This design comes from an exercise in tuning for small area on the open sky130 flow, not from production work.
Only simulation tests tie the RTL to the original design; equivalence was not proved.
Power figures rest on the tool's default switching activity, not on a simulated workload.

### config.mk
export PLATFORM = sky130hd
export DESIGN_NAME = lidar_scan_top
export DESIGN_NICKNAME = lidar_scan_top
export VERILOG_FILES = /design/flow/design.v
export SDC_FILE = /design/flow/constraint.sdc
export NUM_CORES = 4
export LEC_CHECK = 0
export CAP_MARGIN = 20
export CORE_MARGIN = 2
export CORE_UTILIZATION = 40
export SLEW_MARGIN = 20
### constraint.sdc
create_clock -name core_clock -period 8.0 [get_ports {clk}]
set_input_delay 1.6000 -clock core_clock [delete_from_list [all_inputs] [get_ports {clk}]]
set_output_delay 1.6000 -clock core_clock [all_outputs]
set_load 0.01 [all_outputs]
### design.v
package lidar_pkg;
    localparam int BYTE_W     = 8;
    localparam int DIST_W     = 16;
    localparam int ANGLE_W    = 16;
    localparam int COUNT_W    = 8;
    localparam int DIVIDEND_W = COUNT_W + ANGLE_W;
    typedef logic [BYTE_W-1:0]     byte_t;
    typedef logic [DIST_W-1:0]     dist_t;
    typedef logic [ANGLE_W-1:0]    angle_t;
    typedef logic [COUNT_W-1:0]    count_t;
    typedef logic [DIVIDEND_W-1:0] dividend_t;
    localparam int DIV_STEPS = DIVIDEND_W;
    localparam byte_t HEADER_FIRST  = 8'h55;
    localparam byte_t HEADER_SECOND = 8'hAA;
    localparam dist_t OBS_DISTANCE  = 16'h0080;
    localparam int    ALERT_SAMPLES = 16;
    localparam int    MIN_SAMPLES   = 2;
    typedef enum logic [3:0] {
        hunt_first,
        hunt_second,
        read_count,
        read_start_lo,
        read_start_hi,
        read_end_lo,
        read_end_hi,
        read_sample_lo,
        read_sample_hi
    } decode_state_t;
    typedef enum logic [1:0] {
        idle,
        divide_min,
        divide_max,
        finish
    } calc_state_t;
endpackage
`timescale 1ns/1ns
module packet_decoder (
    input  logic              clk,
    input  logic              TxD_reset,
    input  lidar_pkg::byte_t  data,
    input  logic              take_data,
    output logic              scan_start,
    output logic              sample_valid,
    output lidar_pkg::dist_t  sample_dist,
    output lidar_pkg::count_t sample_idx,
    output logic              scan_done,
    output lidar_pkg::angle_t start_angle,
    output lidar_pkg::angle_t end_angle,
    output lidar_pkg::count_t sample_count
);
    lidar_pkg::decode_state_t state;
    lidar_pkg::byte_t         low_byte;
    lidar_pkg::count_t        sample_cnt;
    logic          last_sample;
    always_ff @(posedge clk) begin
        if (TxD_reset) begin
            state        <= lidar_pkg::hunt_first;
            sample_cnt   <= '0;
            last_sample  <= 1'b0;
            scan_start   <= 1'b0;
            sample_valid <= 1'b0;
            scan_done    <= 1'b0;
        end else begin
            scan_start   <= 1'b0;
            sample_valid <= 1'b0;
            scan_done    <= last_sample;
            last_sample  <= 1'b0;
            if (take_data) begin
                case (state)
                    lidar_pkg::hunt_first: begin
                        if (data == lidar_pkg::HEADER_FIRST) begin
                            state <= lidar_pkg::hunt_second;
                        end
                    end
                    lidar_pkg::hunt_second: begin
                        if (data == lidar_pkg::HEADER_SECOND) begin
                            state <= lidar_pkg::read_count;
                        end else if (data != lidar_pkg::HEADER_FIRST) begin
                            state <= lidar_pkg::hunt_first;
                        end
                    end
                    lidar_pkg::read_count: begin
                        if (data < lidar_pkg::byte_t'(lidar_pkg::MIN_SAMPLES)) begin
                            state <= lidar_pkg::hunt_first;
                        end else begin
                            scan_start <= 1'b1;
                            sample_cnt <= '0;
                            state      <= lidar_pkg::read_start_lo;
                        end
                    end
                    lidar_pkg::read_start_lo:  state <= lidar_pkg::read_start_hi;
                    lidar_pkg::read_start_hi:  state <= lidar_pkg::read_end_lo;
                    lidar_pkg::read_end_lo:    state <= lidar_pkg::read_end_hi;
                    lidar_pkg::read_end_hi:    state <= lidar_pkg::read_sample_lo;
                    lidar_pkg::read_sample_lo: state <= lidar_pkg::read_sample_hi;
                    lidar_pkg::read_sample_hi: begin
                        sample_valid <= 1'b1;
                        sample_cnt   <= sample_cnt + 1'b1;
                        if (sample_cnt == lidar_pkg::count_t'(sample_count - 1'b1)) begin
                            last_sample <= 1'b1;
                            state       <= lidar_pkg::hunt_first;
                        end else begin
                            state <= lidar_pkg::read_sample_lo;
                        end
                    end
                    default: state <= lidar_pkg::hunt_first;
                endcase
            end
        end
    end
    always_ff @(posedge clk) begin
        if (take_data) begin
            case (state)
                lidar_pkg::read_count: begin
                    if (data >= lidar_pkg::byte_t'(lidar_pkg::MIN_SAMPLES)) begin
                        sample_count <= data;
                    end
                end
                lidar_pkg::read_start_lo, lidar_pkg::read_end_lo, lidar_pkg::read_sample_lo: low_byte <= data;
                lidar_pkg::read_start_hi: start_angle <= {data, low_byte};
                lidar_pkg::read_end_hi:   end_angle   <= {data, low_byte};
                lidar_pkg::read_sample_hi: begin
                    sample_dist <= {data, low_byte};
                    sample_idx  <= sample_cnt;
                end
                default: low_byte <= low_byte;
            endcase
        end
    end
endmodule
`timescale 1ns/1ns
module distance_tracker (
    input  logic              clk,
    input  logic              TxD_reset,
    input  logic              scan_start,
    input  logic              sample_valid,
    input  lidar_pkg::dist_t  sample_dist,
    input  lidar_pkg::count_t sample_idx,
    output lidar_pkg::count_t min_idx,
    output lidar_pkg::count_t max_idx,
    output logic [15:0]       obs_alert
);
    lidar_pkg::dist_t min_dist;
    lidar_pkg::dist_t max_dist;
    logic  sample_nonzero;
    logic  closer;
    logic  farther;
    logic  in_alert_window;
    logic  obstacle;
    assign sample_nonzero  = (sample_dist != '0);
    assign closer          = (sample_dist < min_dist);
    assign farther         = (sample_dist > max_dist);
    assign in_alert_window = (sample_idx < lidar_pkg::count_t'(lidar_pkg::ALERT_SAMPLES));
    assign obstacle        = (sample_dist < lidar_pkg::OBS_DISTANCE);
    always_ff @(posedge clk) begin
        if (TxD_reset || scan_start) begin
            min_dist  <= '1;
            max_dist  <= '0;
            min_idx   <= '0;
            max_idx   <= '0;
            obs_alert <= '0;
        end else if (sample_valid && sample_nonzero) begin
            if (closer) begin
                min_dist <= sample_dist;
                min_idx  <= sample_idx;
            end
            if (farther) begin
                max_dist <= sample_dist;
                max_idx  <= sample_idx;
            end
            if (in_alert_window) begin
                obs_alert <= {obstacle, obs_alert[15:1]};
            end
        end
    end
endmodule
`timescale 1ns/1ns
module restoring_divider (
    input  logic                 clk,
    input  logic                 TxD_reset,
    input  logic                 div_start,
    input  lidar_pkg::dividend_t dividend,
    input  lidar_pkg::count_t    divisor,
    output lidar_pkg::dividend_t quotient,
    output logic                 div_done
);
    localparam int STEP_W = $clog2(lidar_pkg::DIV_STEPS + 1);
    localparam int REM_W  = lidar_pkg::COUNT_W + 1;
    logic [REM_W-1:0]  remainder;
    lidar_pkg::dividend_t         work;
    logic [STEP_W-1:0] steps_left;
    logic              busy;
    logic [REM_W-1:0]  shifted;
    logic [REM_W:0]    diff;
    logic              fits;
    assign shifted  = {remainder[REM_W-2:0], work[lidar_pkg::DIVIDEND_W-1]};
    assign diff     = {1'b0, shifted} - {2'b00, divisor};
    assign fits     = ~diff[REM_W];
    assign quotient = work;
    always_ff @(posedge clk) begin
        if (TxD_reset) begin
            busy       <= 1'b0;
            div_done   <= 1'b0;
            steps_left <= '0;
        end else begin
            div_done <= 1'b0;
            if (div_start) begin
                busy       <= 1'b1;
                steps_left <= STEP_W'(lidar_pkg::DIV_STEPS);
            end else if (busy) begin
                steps_left <= steps_left - 1'b1;
                if (steps_left == STEP_W'(1)) begin
                    busy     <= 1'b0;
                    div_done <= 1'b1;
                end
            end
        end
    end
    always_ff @(posedge clk) begin
        if (div_start) begin
            remainder <= '0;
            work      <= dividend;
        end else if (busy) begin
            remainder <= fits ? diff[REM_W-1:0] : shifted;
            work      <= {work[lidar_pkg::DIVIDEND_W-2:0], fits};
        end
    end
endmodule
`timescale 1ns/1ns
module angle_calculator (
    input  logic              clk,
    input  logic              TxD_reset,
    input  logic              scan_done,
    input  lidar_pkg::angle_t start_angle,
    input  lidar_pkg::angle_t end_angle,
    input  lidar_pkg::count_t sample_count,
    input  lidar_pkg::count_t min_idx,
    input  lidar_pkg::count_t max_idx,
    output lidar_pkg::angle_t min_angle,
    output lidar_pkg::angle_t max_angle,
    output logic              result_valid
);
    lidar_pkg::calc_state_t state;
    lidar_pkg::angle_t      base_angle;
    lidar_pkg::angle_t      span;
    lidar_pkg::count_t      max_idx_r;
    lidar_pkg::count_t      divisor;
    lidar_pkg::dividend_t   dividend;
    lidar_pkg::angle_t      min_sum;
    lidar_pkg::angle_t      max_sum;
    logic        div_start;
    lidar_pkg::dividend_t   quotient;
    logic        div_done;
    lidar_pkg::angle_t      span_now;
    assign span_now = end_angle - start_angle;
    restoring_divider u_divider (
        .clk       (clk),
        .TxD_reset (TxD_reset),
        .div_start (div_start),
        .dividend  (dividend),
        .divisor   (divisor),
        .quotient  (quotient),
        .div_done  (div_done)
    );
    always_ff @(posedge clk) begin
        if (TxD_reset) begin
            state        <= lidar_pkg::idle;
            div_start    <= 1'b0;
            result_valid <= 1'b0;
            min_angle    <= '0;
            max_angle    <= '0;
        end else begin
            div_start    <= 1'b0;
            result_valid <= 1'b0;
            case (state)
                lidar_pkg::idle: begin
                    if (scan_done) begin
                        div_start <= 1'b1;
                        state     <= lidar_pkg::divide_min;
                    end
                end
                lidar_pkg::divide_min: begin
                    if (div_done) begin
                        div_start <= 1'b1;
                        state     <= lidar_pkg::divide_max;
                    end
                end
                lidar_pkg::divide_max: begin
                    if (div_done) begin
                        state <= lidar_pkg::finish;
                    end
                end
                lidar_pkg::finish: begin
                    min_angle    <= min_sum;
                    max_angle    <= max_sum;
                    result_valid <= 1'b1;
                    state        <= lidar_pkg::idle;
                end
                default: state <= lidar_pkg::idle;
            endcase
        end
    end
    always_ff @(posedge clk) begin
        if (state == lidar_pkg::idle && scan_done) begin
            base_angle <= start_angle;
            span       <= span_now;
            max_idx_r  <= max_idx;
            divisor    <= lidar_pkg::count_t'(sample_count - 1'b1);
            dividend   <= lidar_pkg::dividend_t'(min_idx) * lidar_pkg::dividend_t'(span_now);
        end else if (state == lidar_pkg::divide_min && div_done) begin
            min_sum  <= base_angle + quotient[lidar_pkg::ANGLE_W-1:0];
            dividend <= lidar_pkg::dividend_t'(max_idx_r) * lidar_pkg::dividend_t'(span);
        end else if (state == lidar_pkg::divide_max && div_done) begin
            max_sum <= base_angle + quotient[lidar_pkg::ANGLE_W-1:0];
        end
    end
endmodule
`timescale 1ns/1ns
module lidar_scan_top (
    input  logic              clk,
    input  logic              TxD_reset,
    input  lidar_pkg::byte_t  data,
    input  logic              take_data,
    output lidar_pkg::angle_t min_angle,
    output lidar_pkg::angle_t max_angle,
    output logic [15:0]       obs_alert,
    output logic              result_valid
);
    logic   scan_start;
    logic   sample_valid;
    lidar_pkg::dist_t  sample_dist;
    lidar_pkg::count_t sample_idx;
    logic   scan_done;
    lidar_pkg::angle_t start_angle;
    lidar_pkg::angle_t end_angle;
    lidar_pkg::count_t sample_count;
    lidar_pkg::count_t min_idx;
    lidar_pkg::count_t max_idx;
    packet_decoder u_decoder (
        .clk          (clk),
        .TxD_reset    (TxD_reset),
        .data         (data),
        .take_data    (take_data),
        .scan_start   (scan_start),
        .sample_valid (sample_valid),
        .sample_dist  (sample_dist),
        .sample_idx   (sample_idx),
        .scan_done    (scan_done),
        .start_angle  (start_angle),
        .end_angle    (end_angle),
        .sample_count (sample_count)
    );
    distance_tracker u_tracker (
        .clk          (clk),
        .TxD_reset    (TxD_reset),
        .scan_start   (scan_start),
        .sample_valid (sample_valid),
        .sample_dist  (sample_dist),
        .sample_idx   (sample_idx),
        .min_idx      (min_idx),
        .max_idx      (max_idx),
        .obs_alert    (obs_alert)
    );
    angle_calculator u_angle (
        .clk          (clk),
        .TxD_reset    (TxD_reset),
        .scan_done    (scan_done),
        .start_angle  (start_angle),
        .end_angle    (end_angle),
        .sample_count (sample_count),
        .min_idx      (min_idx),
        .max_idx      (max_idx),
        .min_angle    (min_angle),
        .max_angle    (max_angle),
        .result_valid (result_valid)
    );
endmodule
### run.sh
#!/bin/bash
# synth_recipe.tcl (not shown) runs the flow's synth.tcl, then flattens the netlist and writes it again
# the make line also repeats each setting of config.mk as NAME=value (left out here)
make -C /OpenROAD-flow-scripts/flow DESIGN_CONFIG=/design/flow/config.mk WORK_HOME=/design/flow/orfs CLKGATE_MAP_FILE= SYNTH_SCRIPT=/design/flow/synth_recipe.tcl finish
==> run notes <==
most common cell after layout, fill and taps aside sky130_fd_sc_hd__inv_1; Required @ worst endpoint 8.29 ns; CTS sink count 331; maximum number of pins on one net before global-route repair 64; die height 239.5 µm; total length of routed wires 48.18 mm; n_diodes 0; number of global-route vias before repair 15620; unique cell type count in the Yosys netlist 77; worst-skew pair later-pin latency 0.55 ns; classification of the worst-slack hold path reg -> reg; total CTS buffers 36; fin cells 2930; peak clock frequency supported by timing 142.8 MHz; registers with the most flip-flops u_angle.dividend: 24 flops, u_angle.u_divider.work: 24 flops; total vias in the final route 14820; total die area 0.05735 mm²; net total in the final layout 2502; initial antenna violation count 0; number of port buffers 59; area grow syn2layout 11.41%; capturing element type of the critical path register; horizontal die dimension 239.5 µm; number of buffers added to fix hold violations after cts 0; Avg Cell Area, Syn 10.53 µm²; static leakage power 10.74 nW; DRC violations left 0; number of endpoints failing setup at the final stage 0; Clock Tree Root sky130_fd_sc_hd__clkbuf_16; H-tree Lvls 2; number of enable-type register cells in the synthesized netlist 200; sequential share of the synthesized area 38.90%; Crit Path Max Fanout 9; I/O pin count 60; via density per instance 5.059; total setup buffers inserted after CTS 0; count of TritonRoute iterations in the first routing pass 5; effective utilization at floorplan 40.34%; fraction of registers with async set or reset after synthesis 0%; actual transition at the worst max-transition pin 1.018 ns; startpoint-to-endpoint class of the critical path reg -> reg; Max clock buf depth 3; Remaining Overflow, GRT 0; number of synthesis warnings 4; PostCTS Resize Cnt 0; Setup Total Neg Slack 0 ns; drt initial violations 766; share of final-layout standard cells stronger than drive strength 1 5.820%; Tot GR Track Use 17.54%; category of the worst setup path launch point register; final core utilization 44.94%; Worst Skew 0.01425 ns; worst endpoint data arrival time 7.30 ns; count of endpoints failing hold in the final timing report 0; normalized max-slew margin 32.11%; area of the core 0.05499 mm²; post-synth net total 2454; primary flip-flop cell chosen by synthesis mapping sky130_fd_sc_hd__edfxtp_1; post-synthesis instance total 2107; routed wirelength normalized by instance count 16.44 µm; Pwr Total 0.003550 W; Reg clk slew, reported paths 0.07 ns; Core Rows 86; CTS tree done; final weighted congestion in routability-driven placement 0.8370; Cell Pwr Density 143.7 mW/mm²; Placed Instances 2864; outcome no timing/DRC/antenna violations; Seq cells post-synth 331; count of final max-slew check failures 0; maximum capacitance violations 0; final critical delay including setup and external delays 7.003 ns; wire length of the first global-routing pass 79.87 mm; number of nets with antenna violations after detailed routing 0; part of the cycle the worst path needs 87.53%; netlist area before placement 0.02218 mm²; RSZ-0062 raised after global routing no; top library cells by usage in the layout, fill and taps aside sky130_fd_sc_hd__inv_1 (267), sky130_fd_sc_hd__edfxtp_1 (200), sky130_fd_sc_hd__nand2_1 (197), sky130_fd_sc_hd__fa_1 (171), sky130_fd_sc_hd__ha_1 (164); post-detail-place hpwl 36.06 mm; maximum ir drop on the vdd rail 0.1205 mV
[power by group]
part	leakage [nW]	switching, W	internal, W	total (W)
Sequential	2.84	0.0000102	0.00180	0.00181
Combinational	7.35	0.0000777	0.0000596	0.000137
Clock	0.542	0.000697	0.000903	0.00160
Total	10.7	0.000785	0.00277	0.00355
[cells by family (layout without fill, tap and decap cells)]
| family | count (synthesis) | after routing | synth area share, % |
|---|---|---|---|
| and+or+nand+nor | 665 | 665 | 14.52 |
| adders and majority gates | 336 | 336 | 24.74 |
| DFF | 331 | 331 | 38.90 |
| buffers and inverters | 329 | 404 | 5.630 |
| AOI/OAI and AO/OA | 255 | 255 | 7.869 |
| muxes | 109 | 109 | 5.071 |
| xor gates and xnor gates | 82 | 82 | 3.272 |
[worst max-delay path, stage by stage, from the launching register on]
cell and delay [ns]:
sky130_fd_sc_hd__edfxtp_1 0.37, sky130_fd_sc_hd__inv_1 0.06, sky130_fd_sc_hd__ha_1 0.16, sky130_fd_sc_hd__inv_1 0.06
sky130_fd_sc_hd__fa_1 0.40, sky130_fd_sc_hd__a21o_1 0.17, sky130_fd_sc_hd__a21oi_1 0.30, sky130_fd_sc_hd__o21ai_1 0.14
sky130_fd_sc_hd__a21oi_1 0.25, sky130_fd_sc_hd__o21a_2 0.21, sky130_fd_sc_hd__xnor2_1 0.32, sky130_fd_sc_hd__and2_1 0.24
sky130_fd_sc_hd__fa_1 0.43, sky130_fd_sc_hd__fa_1 0.47, sky130_fd_sc_hd__fa_1 0.54, sky130_fd_sc_hd__inv_1 0.06
sky130_fd_sc_hd__fa_1 0.52, sky130_fd_sc_hd__inv_1 0.05, sky130_fd_sc_hd__ha_1 0.34, sky130_fd_sc_hd__a21o_1 0.19
sky130_fd_sc_hd__a21oi_1 0.29, sky130_fd_sc_hd__nand3b_1 0.17, sky130_fd_sc_hd__o211ai_2 0.27, sky130_fd_sc_hd__a21boi_1 0.15
sky130_fd_sc_hd__o41ai_2 0.29, sky130_fd_sc_hd__o21ai_0 0.11, sky130_fd_sc_hd__and4_1 0.20
[routing by layer]
metal / global-route usage, % / wire (µm) / vias up
li1: - / - / 7149
met1: 22.25 / 21320 / 7367
met2: 30.43 / 23660 / 230
met3: 2.144 / 1430 / 77
met4: 6.970 / 1775 / 0
met5: 0 / 0 / -
[final timing paths]
kind,start,endpoint,slack (ns),cells past startpoint
max,u_decoder.end_angle[0],u_angle.dividend[23],1.0,26
min,u_tracker.max_idx[4],u_angle.max_idx_r[4],0.43,0
max reg2reg,u_decoder.end_angle[0],u_angle.dividend[23],1.0,26
min reg2reg,u_tracker.max_idx[4],u_angle.max_idx_r[4],0.43,0
[synthesized netlist by cell type (5+ instances only)]
library cell	instances	area share (%)
sky130_fd_sc_hd__nand3_1	45	1.0
sky130_fd_sc_hd__dfxtp_1	131	12
sky130_fd_sc_hd__nand2_1	197	3.3
sky130_fd_sc_hd__ha_1	165	9.3
sky130_fd_sc_hd__inv_1	269	4.6
sky130_fd_sc_hd__o21a_1	20	0.68
sky130_fd_sc_hd__edfxtp_1	200	27
sky130_fd_sc_hd__nor2b_1	22	0.62
sky130_fd_sc_hd__clkbuf_1	44	0.74
sky130_fd_sc_hd__nor4_1	9	0.25
sky130_fd_sc_hd__nor2_1	155	2.6
sky130_fd_sc_hd__fa_1	171	15
sky130_fd_sc_hd__o21ai_1	5	0.11
sky130_fd_sc_hd__mux2_2	27	1.4
sky130_fd_sc_hd__xnor2_1	46	1.8
sky130_fd_sc_hd__xor2_1	35	1.4
sky130_fd_sc_hd__a211oi_1	14	0.47
sky130_fd_sc_hd__nand2b_1	13	0.37
sky130_fd_sc_hd__buf_1	7	0.12
sky130_fd_sc_hd__o21bai_1	6	0.20
sky130_fd_sc_hd__and2_1	154	4.3
sky130_fd_sc_hd__o211ai_1	6	0.20
sky130_fd_sc_hd__nor3_1	30	0.68
sky130_fd_sc_hd__o21ai_0	61	1.4
sky130_fd_sc_hd__buf_2	8	0.18
sky130_fd_sc_hd__mux2i_1	82	3.7
sky130_fd_sc_hd__a21oi_1	61	1.4
sky130_fd_sc_hd__nand4_1	8	0.23
sky130_fd_sc_hd__a21o_1	23	0.78
sky130_fd_sc_hd__and3_1	10	0.28
[metrics by stage]
stage	worst slack, ns	area [µm²]	hold WS [ns]
6_report	0.9974	24710	0.4340
5_1_grt	0.6215	24710	0.4465
4_1_cts	1.059	24700	0.4369
3_5_place_dp	1.078	23580	0.4212
3_3_place_gp	1.288	23550	0.4184
2_1_floorplan	1.800	22180	0.4079
[layout make-up]
class,instances,area (µm²)
Tap cell,748,935.9
Multi-Input combinational cell,1447,12330
Clock inverter,17,146.4
Sequential cell,331,8628
Inverter,269,1010
Timing Repair Buffer,70,688.2
Clock buffer,48,975.9
Fill cell,5223,30270

## static timing again, ports no longer ideal
The flow's constraints put no driver on any port. The routed layout listed below was extracted and timed again, unchanged, in two steps. Step 1 sets driving cells, clkbuf_16 on the clock port and buf_2 on the other inputs (assumed; they add their load-dependent delay and slew). Step 2 moves the port delays by t, midway between the first and last clock arrival at a register: inputs arrive t later, outputs are due t later. That takes back most of the time a late clock gives input paths. a / b / c = no drivers / after step 1 / after step 2; a / b = the first two.
shift t [ns]: 0.593
setup WS [ns]: 0.997 / 0.997 / 0.997
worst setup path at the end: register to register
After both steps this run still meets setup and hold. For this run, drivers alone change the setup slack by 0.000 ns; drivers and shift together by 0.000 ns.
